Background: an optimization exercise with open tools, aiming at small area, a short achievable clock period and few clock cycles. Do not read the settings as production practice. Where RTL was checked, it was by simulation tests only, not by an equivalence proof against the original. Power is estimated from default activity; no workload was simulated.

run A:
Design cpu_lite_top, start of the top module:
module cpu_lite_top (
    input  wire        clk_i,
    input  wire        reset,
    input  wire        host_valid_i,
    input  wire [7:0]  host_byte_i,
    input  wire [4:0]  reg_sel_i,
    input  wire [1:0]  byte_sel_i,
    output wire [7:0]  value_o,
    output wire        is_positive_o,
    output wire        done_o
);
==> module reg_file, before the edit <==
module reg_file (
    input  wire        clk_i,
    input  wire        reset,
    input  wire [4:0]  addr_i,     
    output logic [31:0] rdata_o,   
    output logic [15:0] match_o,   
    input  wire        wr_en_i,    
    input  wire [15:0] drop_i,     
    input  wire [3:0]  idx_i,
    input  wire [4:0]  wr_tag_i,
    input  wire [31:0] wr_data_i
);
    logic [15:0] valid_q;
    logic [4:0]  tag_q  [16];
    logic [31:0] data_q [16];
    logic [15:0] match;
    logic [15:0] sel;
    always_comb begin
        rdata_o = '0;
        for (int i = 0; i < 16; i++) begin
            sel[i]   = (idx_i == i[3:0]);
            match[i] = valid_q[i] & (tag_q[i] == addr_i);
            rdata_o  = rdata_o | (data_q[i] & {32{match[i]}});
        end
    end
    assign match_o = match;
    always_ff @(posedge clk_i or posedge reset) begin
        if (reset) begin
            valid_q <= '0;
        end else begin
            for (int i = 0; i < 16; i++) begin
                if (wr_en_i && sel[i])                 valid_q[i] <= 1'b1;
                else if (wr_en_i && drop_i[i])          valid_q[i] <= 1'b0;
            end
        end
    end
    for (genvar i = 0; i < 16; i++) begin : g_entry
        for (genvar j = 0; j < 5; j++) begin : g_tag
            rf_bit u_bit (
                .clk_i  (clk_i),
                .hold_i (valid_q[i]),
                .we_i   (wr_en_i & sel[i]),
                .d_i    (wr_tag_i[j]),
                .q_o    (tag_q[i][j])
            );
        end
        for (genvar j = 0; j < 32; j++) begin : g_data
            rf_bit u_bit (
                .clk_i  (clk_i),
                .hold_i (valid_q[i]),
                .we_i   (wr_en_i & sel[i]),
                .d_i    (wr_data_i[j]),
                .q_o    (data_q[i][j])
            );
        end
    end
endmodule
Settings: LEC_CHECK=0, CAP_MARGIN=20, CORE_MARGIN=2, CORE_UTILIZATION=50, CTS_BUF_LIST=sky130_fd_sc_hd__clkbuf_8, CTS_CLUSTER_DIAMETER=60, CTS_CLUSTER_SIZE=16, PLACE_DENSITY=0.6, SETUP_SLACK_MARGIN=5, SLEW_MARGIN=20, SYNTH_HIERARCHICAL=1, TNS_END_PERCENT=5; clock period 14.0 ns.
standard.sh (not shown) runs the stock make flow with config.mk's settings and CLKGATE_MAP_FILE= SYNTH_SCRIPT=/design/flow/synth_recipe.tcl, a recipe that flattens the netlist after the stock synthesis.
==> flow/flow/run.sh <==
#!/bin/bash
# Standard layout, with fast buffers on the ports.
set -euo pipefail
bash standard.sh "BUFFER_PORTS_ARGS=-buffer_cell sky130_fd_sc_hd__buf_4" SETUP_SLACK_MARGIN=5.5 finish > standard_make.log 2>&1
## Diff of input files: run B against run A
diff --git a/flow/design.v b/flow/design.v
--- a/flow/design.v
+++ b/flow/design.v
@@ -163,15 +163,16 @@
     logic [15:0] valid_q;
     logic [4:0]  tag_q  [16];
     logic [31:0] data_q [16];
     logic [15:0] match;
     logic [15:0] sel;
+    logic [15:0] keep;
     always_comb begin
         rdata_o = '0;
         for (int i = 0; i < 16; i++) begin
             sel[i]   = (idx_i == i[3:0]);
-            match[i] = valid_q[i] & (tag_q[i] == addr_i);
+            match[i] = (tag_q[i] == addr_i);
             rdata_o  = rdata_o | (data_q[i] & {32{match[i]}});
         end
     end
     assign match_o = match;
     always_ff @(posedge clk_i or posedge reset) begin
@@ -182,24 +183,27 @@
                 if (wr_en_i && sel[i])                 valid_q[i] <= 1'b1;
                 else if (wr_en_i && drop_i[i])          valid_q[i] <= 1'b0;
             end
         end
     end
+    always_comb begin
+        for (int i = 0; i < 16; i++) keep[i] = valid_q[i] & ~(wr_en_i & drop_i[i]);
+    end
     for (genvar i = 0; i < 16; i++) begin : g_entry
         for (genvar j = 0; j < 5; j++) begin : g_tag
             rf_bit u_bit (
                 .clk_i  (clk_i),
-                .hold_i (valid_q[i]),
+                .hold_i (keep[i]),
                 .we_i   (wr_en_i & sel[i]),
                 .d_i    (wr_tag_i[j]),
                 .q_o    (tag_q[i][j])
             );
         end
         for (genvar j = 0; j < 32; j++) begin : g_data
             rf_bit u_bit (
                 .clk_i  (clk_i),
-                .hold_i (valid_q[i]),
+                .hold_i (keep[i]),
                 .we_i   (wr_en_i & sel[i]),
                 .d_i    (wr_data_i[j]),
                 .q_o    (data_q[i][j])
             );
         end
[summary]
- The higher die area came out of run A.
- Delta (run B minus run A): number of tapcells now sits lower; die width now sits at about the same level.
- In the reports for run B and run A, the smaller share of power burned in the clock network belongs to run B.
- Number of nets still failing antenna checks after routing came out exactly the same in run B and run A.
- Changes observed in run B relative to run A: period utilization down 0.25 points, total power up about 37%, max capacitance violation total flat.
- Run B vs run A: net load switching power up
- Run B: net total in the final layout higher than run A
- Run B — via count of the first global-routing pass 1.1% lower, run A as reference
- Changes observed in run B relative to run A: setup slack after layout increased 0.035 ns, largest vdd supply drop rose by 0.080 mV, fraction of area in multi-input gates stayed essentially flat.
Function was not checked in any run of this note: the RTL went through the layout flow alone.

========
main:
Another version of the RTL of cpu_lite_top (not shown whole).
For scale: ~28 I/O pins.
Settings: LEC_CHECK=0, CAP_MARGIN=20, CORE_MARGIN=2, CORE_UTILIZATION=50, CTS_BUF_LIST=sky130_fd_sc_hd__clkbuf_8, CTS_CLUSTER_DIAMETER=60, CTS_CLUSTER_SIZE=16, PLACE_DENSITY=0.6, SETUP_SLACK_MARGIN=5, SLEW_MARGIN=20, SYNTH_HIERARCHICAL=1, TNS_END_PERCENT=5; clock period 14.0 ns.
==> flow/flow/run.sh <==
#!/bin/bash
# Standard layout, with fast buffers on the ports.
set -euo pipefail
bash standard.sh "BUFFER_PORTS_ARGS=-buffer_cell sky130_fd_sc_hd__buf_4" SETUP_SLACK_MARGIN=6 finish > standard_make.log 2>&1
Testbench counts of main, summed over its fixed seeds: cycles 11,399.
diff inputs: main => the feature branch
diff --git a/flow/design.v b/flow/design.v
--- a/flow/design.v
+++ b/flow/design.v
@@ -108,24 +108,45 @@
 module alu_res (
     input  wire p_i,
     input  wire g_i,
     input  wire c_i,
     input  wire shn_i,
     input  wire use_p_i,
     input  wire use_g_i,
     input  wire arith_i,
     input  wire sll_i,
     output wire r_o
 );
-    wire lg = (p_i & use_p_i) | (g_i & use_g_i);
-    assign r_o = sll_i ? ~shn_i : (lg ^ (c_i & arith_i));
+    wire lg;
+    alu_lg u_lg (.p_i (p_i), .g_i (g_i), .use_p_i (use_p_i), .use_g_i (use_g_i), .lg_o (lg));
+    alu_fin u_fin (.lg_i (lg), .c_i (c_i), .arith_i (arith_i), .sll_i (sll_i), .shn_i (shn_i),
+                   .r_o (r_o));
+endmodule
+module alu_lg (
+    input  wire p_i,
+    input  wire g_i,
+    input  wire use_p_i,
+    input  wire use_g_i,
+    output wire lg_o
+);
+    assign lg_o = (p_i & use_p_i) | (g_i & use_g_i);
+endmodule
+module alu_fin (
+    input  wire lg_i,
+    input  wire c_i,
+    input  wire arith_i,
+    input  wire sll_i,
+    input  wire shn_i,
+    output wire r_o
+);
+    assign r_o = sll_i ? ~shn_i : (lg_i ^ (c_i & arith_i));
 endmodule
 module alu_res0 (
     input  wire p_i,
     input  wire g_i,
     input  wire c_i,
     input  wire shn_i,
     input  wire set_i,
     input  wire use_p_i,
     input  wire use_g_i,
     input  wire arith_i,
     input  wire sll_i,
@@ -137,40 +158,40 @@
 `default_nettype wire
 `default_nettype none
 module reg_file (
     input  wire        clk_i,
     input  wire        reset,
     input  wire [4:0]  addr_i,     
     output logic [31:0] lo_o,      
     output logic [31:0] hi_o,      
     output logic [15:0] match_o,   
     input  wire        wr_en_i,    
     input  wire [15:0] drop_i,     
-    input  wire [3:0]  idx_i,
+    input  wire [4:0]  count_i,
     input  wire [4:0]  wr_tag_i,
     input  wire [31:0] wr_data_i
 );
     logic [15:0] valid;
     logic [4:0]  tag_q  [16];
     logic [31:0] data_q [16];
     logic [15:0] match;
     logic [15:0] sel;
     logic [15:0] keep;
     for (genvar i = 0; i < 16; i++) begin : g_match
         tag_eq u_eq (.tag_i (tag_q[i]), .addr_i (addr_i), .eq_o (match[i]));
     end
     always_comb begin
         lo_o = '0;
         hi_o = '0;
         for (int i = 0; i < 16; i++) begin
-            sel[i]   = (idx_i == i[3:0]);
+            sel[i]   = (count_i == 5'(i + 1));
             if (i < 8) lo_o = lo_o | (data_q[i] & {32{match[i]}});
             else       hi_o = hi_o | (data_q[i] & {32{match[i]}});
         end
     end
     assign match_o = match;
     always_comb begin
         for (int i = 0; i < 16; i++) begin
             valid[i] = |tag_q[i];
             keep[i]  = valid[i] & ~reset & ~(wr_en_i & drop_i[i]);
         end
     end
@@ -226,23 +247,22 @@
     input  wire [7:0]  host_byte_i,
     input  wire [4:0]  reg_sel_i,
     input  wire [1:0]  byte_sel_i,
     output wire [7:0]  value_o,
     output wire        is_positive_o,
     output wire        done_o
 );
     logic        loading_q;    
     logic        done_q;
     logic [1:0]  phase_q;      
     logic [4:0]  count_q;      
-    logic        kept_q;       
     logic        wr_q;         
     logic        is_r_q;       
     logic        is_i_q;       
     logic        rd0_q;        
     logic [7:0]  b1_q;         
     logic [7:0]  b2_q;         
     logic [7:0]  b3_q;         
     logic [31:0] a_q;          
     logic [15:0] drop_q;       
     wire start_seen = host_valid_i & ~loading_q & ~done_q & (host_byte_i == 8'hFE);
     wire end_seen   = host_valid_i & loading_q & (phase_q == 2'd0) & (host_byte_i == 8'hFF);
@@ -265,34 +285,32 @@
         endcase
         f3_ok_i = (b1_q[6:4] == 3'b000) | (b1_q[6:4] == 3'b110) | (b1_q[6:4] == 3'b111);
     end
     wire writes = ((is_r_q & f3_ok_r) | (is_i_q & f3_ok_i)) & (rd != 5'd0);
     wire wr_en = wr_q;
     always_ff @(posedge clk_i or posedge reset) begin
         if (reset) begin
             loading_q <= 1'b0;
             done_q    <= 1'b0;
             phase_q   <= 2'd0;
             count_q   <= 5'd0;
-            kept_q    <= 1'b0;
             wr_q      <= 1'b0;
         end else begin
             if (start_seen) loading_q <= 1'b1;
             if (end_seen) begin
                 loading_q <= 1'b0;
                 done_q    <= 1'b1;
             end
             if (data_stb) phase_q <= phase_q + 2'd1;
-            if (kept_q) count_q <= count_q + 5'd1;
-            kept_q <= last_byte & kept;
-            wr_q   <= last_byte & kept & writes;
+            if (last_byte && kept) count_q <= count_q + 5'd1;
+            wr_q <= last_byte & kept & writes;
         end
     end
     always_ff @(posedge clk_i) begin
         b3_q <= host_byte_i;
         a_q  <= rdata;
     end
     wire ld0 = data_stb & (phase_q == 2'd0);
     wire ld1 = data_stb & (phase_q == 2'd1);
     wire ld2 = data_stb & (phase_q == 2'd2);
     wire [2:0] b0_d = {host_byte_i[7], host_byte_i[6:0] == 7'b0010011,
                        host_byte_i[6:0] == 7'b0110011};
@@ -336,23 +354,23 @@
         .result_o (result)
     );
     reg_file u_reg_file (
         .clk_i     (clk_i),
         .reset     (reset),
         .addr_i    (addr),
         .lo_o      (rd_lo),
         .hi_o      (rd_hi),
         .match_o   (match),
         .wr_en_i   (wr_en),
         .drop_i    (drop_q),
-        .idx_i     (count_q[3:0]),
+        .count_i   (count_q),
         .wr_tag_i  (rd),
         .wr_data_i (result)
     );
     wire [3:0] bsel = 4'b0001 << byte_sel_i;
     byte_pick u_byte_pick (
         .lo_i    (rd_lo),
         .hi_i    (rd_hi),
         .sel_i   (bsel),
         .byte_o  (value_o)
     );
     assign rdata         = rd_lo | rd_hi;
Findings:
Per the final summary, the feature branch finished and its layout is clean on timing, DRC and antenna. Going from main to the feature branch, count of plain and timing-repair buffers now smaller, remaining global-route overflow comparable. Comparing main and the feature branch, the higher leakage power was measured on the feature branch. Diff main -> the feature branch: number of buffers and inverters on the critical path shrank by 1, buffering overhead shrank by 1.2 points, routed wire length shrank by 4.4%, number of global-route vias before repair shrank by 633.
Testbench counts of the feature branch, summed over its fixed seeds: cycles 11,399.

==> afterwards: timing with drivers on the ports <==
Ports are ideal in the flow. The routed layouts listed here were re-timed in OpenROAD.
Step 1 sets driving cells, clkbuf_16 on the clock port and buf_2 on the other inputs (assumed; they add their load-dependent delay and slew).
Step 2 also shifts input and output timing later by t, the mid clock arrival at the registers, as if the neighbouring blocks saw the same clock.
a / b / c = no drivers / after step 1 / after step 2; a / b = the first two.
run | shift t [ns] | setup slack, ns | slew at the worst register clock pin (ns)
run A | 0.758 | 5.441 / 5.416 / 4.883 | 0.11 / 0.11
run B | 0.756 | 5.476 / 5.442 / 4.976 | 0.11 / 0.11
main | 0.776 | 5.879 / 5.855 / 5.357 | 0.11 / 0.11
the feature branch | 0.746 | 5.837 / 5.814 / 5.469 | 0.11 / 0.11
After both steps every run listed still meets setup and hold. The setup slack of run A, which loses most, moves by -0.025 ns with the drivers and by -0.558 ns with both steps.
